This is an optimization exercise on Yosys and OpenROAD, whose aim is small area, not a production implementation.
Only simulation tests tie the RTL to the original design; equivalence was not proved.
No activity file was given, so power comes from the tool's default toggle rates.

## red
==> module lcd_ctrl_top, before the edit <==
module lcd_ctrl_top #(
    parameter int unsigned T_POWER      = 750000,   
    parameter int unsigned T_WAKE1      = 205000,
    parameter int unsigned T_WAKE2      = 500,
    parameter int unsigned T_CMD        = 2000,     
    parameter int unsigned T_CLEAR      = 82000,    
    parameter int unsigned T_E_PULSE    = 12,
    parameter int unsigned T_NIBBLE_GAP = 50
) (
    input  logic       clk,
    input  logic       rst,
    input  logic       wb_cyc,
    input  logic       wb_stb,
    input  logic       wb_we,
    input  logic [5:0] wb_adr,
    input  logic [7:0] wb_dat_w,
    output logic [7:0] wb_dat_r,
    output logic       wb_ack,
    output logic       lcd_e,
    output logic       lcd_rs,
    output logic [3:0] lcd_data
);
    typedef logic [19:0] cnt_t;
    localparam logic [2:0] P_LOW  = 3'd0;   
    localparam logic [2:0] P_E1   = 3'd1;   
    localparam logic [2:0] P_GAP  = 3'd2;
    localparam logic [2:0] P_E2   = 3'd3;   
    localparam logic [2:0] P_POST = 3'd4;   
    localparam logic [2:0] P_IDLE = 3'd5;
    logic [2:0] ph;
    cnt_t       cnt;
    logic [4:0] idx;      
    logic       init;     
    logic       addr;     
    logic [3:0] nib;      
    logic [1:0] stat_q;   
    logic [7:0] text_buf [32];
    logic busy, ready, acc, wr_ok, start, tc;
    logic is_char, nib_only, clear_cmd, last;
    logic [4:0] rd_idx;
    logic [7:0] rd_byte;
    logic [3:0] cmd_hi, cmd_lo, rd_nib, chr_nib;
    assign busy  = (ph != P_IDLE);
    assign ready = !init;
    assign acc   = wb_cyc && wb_stb && !wb_ack;
    assign wr_ok = acc && wb_we && !busy;
    assign start = wr_ok && (wb_adr == 6'd32) && wb_dat_w[0];
    assign tc    = (cnt == '0);
    assign is_char   = !init && !addr;
    assign nib_only  = init && !idx[2];           
    assign clear_cmd = init && (idx == 5'd31);
    assign last      = is_char && (idx == 5'd31);
    always_comb begin
        cmd_hi = 4'h0;
        cmd_lo = 4'h0;
        if (!init) begin
            cmd_hi = idx[4] ? 4'hC : 4'h8;        
        end else begin
            case (idx[2:0])
                3'd0, 3'd1, 3'd2: cmd_hi = 4'h3;   
                3'd3:             cmd_hi = 4'h2;
                3'd4: begin cmd_hi = 4'h2; cmd_lo = 4'h8; end
                3'd5:             cmd_lo = 4'h6;
                3'd6:             cmd_lo = 4'hC;
                default:          cmd_lo = 4'h1;
            endcase
        end
    end
    assign rd_idx  = wb_ack ? wb_adr[4:0] : idx;
    assign rd_nib  = (ph == P_GAP) ? rd_byte[3:0] : rd_byte[7:4];
    assign chr_nib = wb_ack ? nib : rd_nib;
    logic [31:0] rd_sel;
    always_comb
        for (int i = 0; i < 32; i++) rd_sel[i] = (rd_idx == 5'(i));
    logic [255:0] buf_flat;
    always_comb
        for (int i = 0; i < 32; i++) buf_flat[8*i +: 8] = text_buf[i];
    lcd_rd_sel rd_sel_i (.sel(rd_sel), .buf_q(buf_flat), .q(rd_byte));
    always_comb begin
        if (!wb_adr[5])              wb_dat_r = rd_byte;
        else if (wb_adr == 6'd33)    wb_dat_r = {6'b0, stat_q};
        else                         wb_dat_r = 8'h00;
    end
    always_ff @(posedge clk) begin
        stat_q <= {ready, busy};
        if (!wb_ack && (ph == P_LOW || ph == P_GAP)) nib <= rd_nib;
    end
    logic [7:0] wr_data;
    assign wr_data = init ? 8'h20 : wb_dat_w;
    logic [31:0]  wr_en, wr_en_n;
    logic [255:0] buf_next;
    always_comb
        for (int i = 0; i < 32; i++) begin
            wr_en[i]   = init || (wr_ok && wb_adr == 6'(i));
            wr_en_n[i] = !wr_en[i];
        end
    lcd_wr_sel wr_sel_i (.en(wr_en), .en_n(wr_en_n), .wd(wr_data), .buf_q(buf_flat),
                         .d(buf_next));
    always_ff @(posedge clk)
        for (int i = 0; i < 32; i++) text_buf[i] <= buf_next[8*i +: 8];
    always_ff @(posedge clk or posedge rst) begin
        if (rst) wb_ack <= 1'b0;
        else     wb_ack <= acc;
    end
    assign lcd_e = (ph == P_E1) || (ph == P_E2);
    always_ff @(posedge clk or posedge rst) begin
        if (rst) begin
            ph       <= P_LOW;
            cnt      <= cnt_t'(T_POWER + 1);
            idx      <= 5'd24;
            init     <= 1'b1;
            addr     <= 1'b0;
            lcd_rs   <= 1'b0;
            lcd_data <= 4'h0;
        end else begin
            cnt <= cnt - 1'b1;
            case (ph)
                P_LOW: if (tc) begin
                    ph       <= P_E1;
                    cnt      <= cnt_t'(T_E_PULSE - 1);
                    lcd_rs   <= is_char;
                    lcd_data <= is_char ? chr_nib : cmd_hi;
                end
                P_E1: if (tc) begin
                    if (nib_only) begin
                        ph  <= P_LOW;
                        idx <= idx + 1'b1;
                        case (idx[1:0])
                            2'd0:    cnt <= cnt_t'(T_WAKE1 + 2);
                            2'd1:    cnt <= cnt_t'(T_WAKE2 + 2);
                            default: cnt <= cnt_t'(T_CMD + 2);
                        endcase
                    end else begin
                        ph  <= P_GAP;
                        cnt <= cnt_t'(T_NIBBLE_GAP - 1);
                    end
                end
                P_GAP: if (tc) begin
                    ph       <= P_E2;
                    cnt      <= cnt_t'(T_E_PULSE - 1);
                    lcd_data <= is_char ? chr_nib : cmd_lo;
                end
                P_E2: if (tc) begin
                    ph  <= P_POST;
                    cnt <= clear_cmd ? cnt_t'(T_CLEAR) : cnt_t'(T_CMD);
                end
                P_POST: if (tc) begin
                    ph  <= last ? P_IDLE : P_LOW;
                    cnt <= cnt_t'(1);
                    if (addr) begin
                        addr <= 1'b0;
                    end else begin
                        idx  <= idx + 1'b1;
                        addr <= (idx[3:0] == 4'hF);
                        if (idx == 5'd31) init <= 1'b0;
                    end
                end
                P_IDLE: if (start) begin
                    ph  <= P_LOW;
                    cnt <= cnt_t'(2);
                end
                default: ph <= P_IDLE;
            endcase
        end
    end
endmodule
==> module lcd_wr_sel, before the edit <==
module lcd_wr_sel (
    input  logic [31:0]  en,
    input  logic [31:0]  en_n,
    input  logic [7:0]   wd,
    input  logic [255:0] buf_q,
    output logic [255:0] d
);
    always_comb
        for (int i = 0; i < 32; i++)
            d[8*i +: 8] = ({8{en[i]}} & wd) | ({8{en_n[i]}} & buf_q[8*i +: 8]);
endmodule
Settings: LEC_CHECK=0, CAP_MARGIN=20, CORE_MARGIN=2, CORE_UTILIZATION=75, SLEW_MARGIN=20, SYNTH_HIERARCHICAL=1, SYNTH_MINIMUM_KEEP_SIZE=0; clock period 20.0 ns.
run.sh (not shown) runs the stock make flow with config.mk's settings and CLKGATE_MAP_FILE= SYNTH_SCRIPT=/design/flow/synth_recipe.tcl, a recipe that flattens the netlist after the stock synthesis.
red finished every step from synthesis to the final layout, and the layout passed the timing, DRC and antenna checks.
Modified inputs, blue compared to red
--- a/flow/design.v
+++ b/flow/design.v
@@ -90,23 +90,18 @@
     always_ff @(posedge clk) begin
         stat_q <= {ready, busy};
         if (!wb_ack && (ph == P_LOW || ph == P_GAP)) nib <= rd_nib;
     end
     logic [7:0] wr_data;
     assign wr_data = init ? 8'h20 : wb_dat_w;
-    logic [31:0]  wr_en, wr_en_n;
-    logic [255:0] buf_next;
-    always_comb
+    always_ff @(posedge clk) begin
         for (int i = 0; i < 32; i++) begin
-            wr_en[i]   = init || (wr_ok && wb_adr == 6'(i));
-            wr_en_n[i] = !wr_en[i];
+            if (init || (wr_ok && wb_adr == 6'(i)))
+                text_buf[i] <= wr_data;
         end
-    lcd_wr_sel wr_sel_i (.en(wr_en), .en_n(wr_en_n), .wd(wr_data), .buf_q(buf_flat),
-                         .d(buf_next));
-    always_ff @(posedge clk)
-        for (int i = 0; i < 32; i++) text_buf[i] <= buf_next[8*i +: 8];
+    end
     always_ff @(posedge clk or posedge rst) begin
         if (rst) wb_ack <= 1'b0;
         else     wb_ack <= acc;
     end
     assign lcd_e = (ph == P_E1) || (ph == P_E2);
     always_ff @(posedge clk or posedge rst) begin
@@ -177,18 +172,7 @@
 );
     always_comb begin
         q = 8'h00;
         for (int i = 0; i < 32; i++) q = q | (buf_q[8*i +: 8] & {8{sel[i]}});
     end
 endmodule
-module lcd_wr_sel (
-    input  logic [31:0]  en,
-    input  logic [31:0]  en_n,
-    input  logic [7:0]   wd,
-    input  logic [255:0] buf_q,
-    output logic [255:0] d
-);
-    always_comb
-        for (int i = 0; i < 32; i++)
-            d[8*i +: 8] = ({8{en[i]}} & wd) | ({8{en_n[i]}} & buf_q[8*i +: 8]);
-endmodule
 `default_nettype wire
--- outcome ---
blue: PASS, flow complete, no timing, DRC or antenna violations
In blue, the synthesized area came out about 3.5% below the value in red.
Vias: blue below red
[compare] base=red new=blue: ratio of final minimum period to clock period now sits higher; combinational fraction of design power shows a reduction of 1.3 points; via count of the first global-routing pass shows a reduction of 2084; placed instance area grew by 170 um2.

port drivers added, routing unchanged:
The results above use ideal ports. As a check the final layouts listed here were re-extracted and re-timed, cells and wires unchanged.
Step 1 sets driving cells, clkbuf_16 on the clock port and buf_2 on the other inputs (assumed; they add their load-dependent delay and slew).
Step 2 also shifts input and output timing later by t, the mid clock arrival at the registers, as if the neighbouring blocks saw the same clock.
Three values: no drivers, after step 1, after step 2; two values: the first two.
| run | t, ns | slack for setup (ns) | latest minus earliest clock arrival (ns) |
|---|---|---|---|
| red | 0.601 | 8.084 / 8.044 / 8.044 | 0.021 / 0.021 |
| blue | 0.601 | 8.025 / 7.985 / 7.985 | 0.031 / 0.031 |
After both steps setup and hold are still met in every run listed.
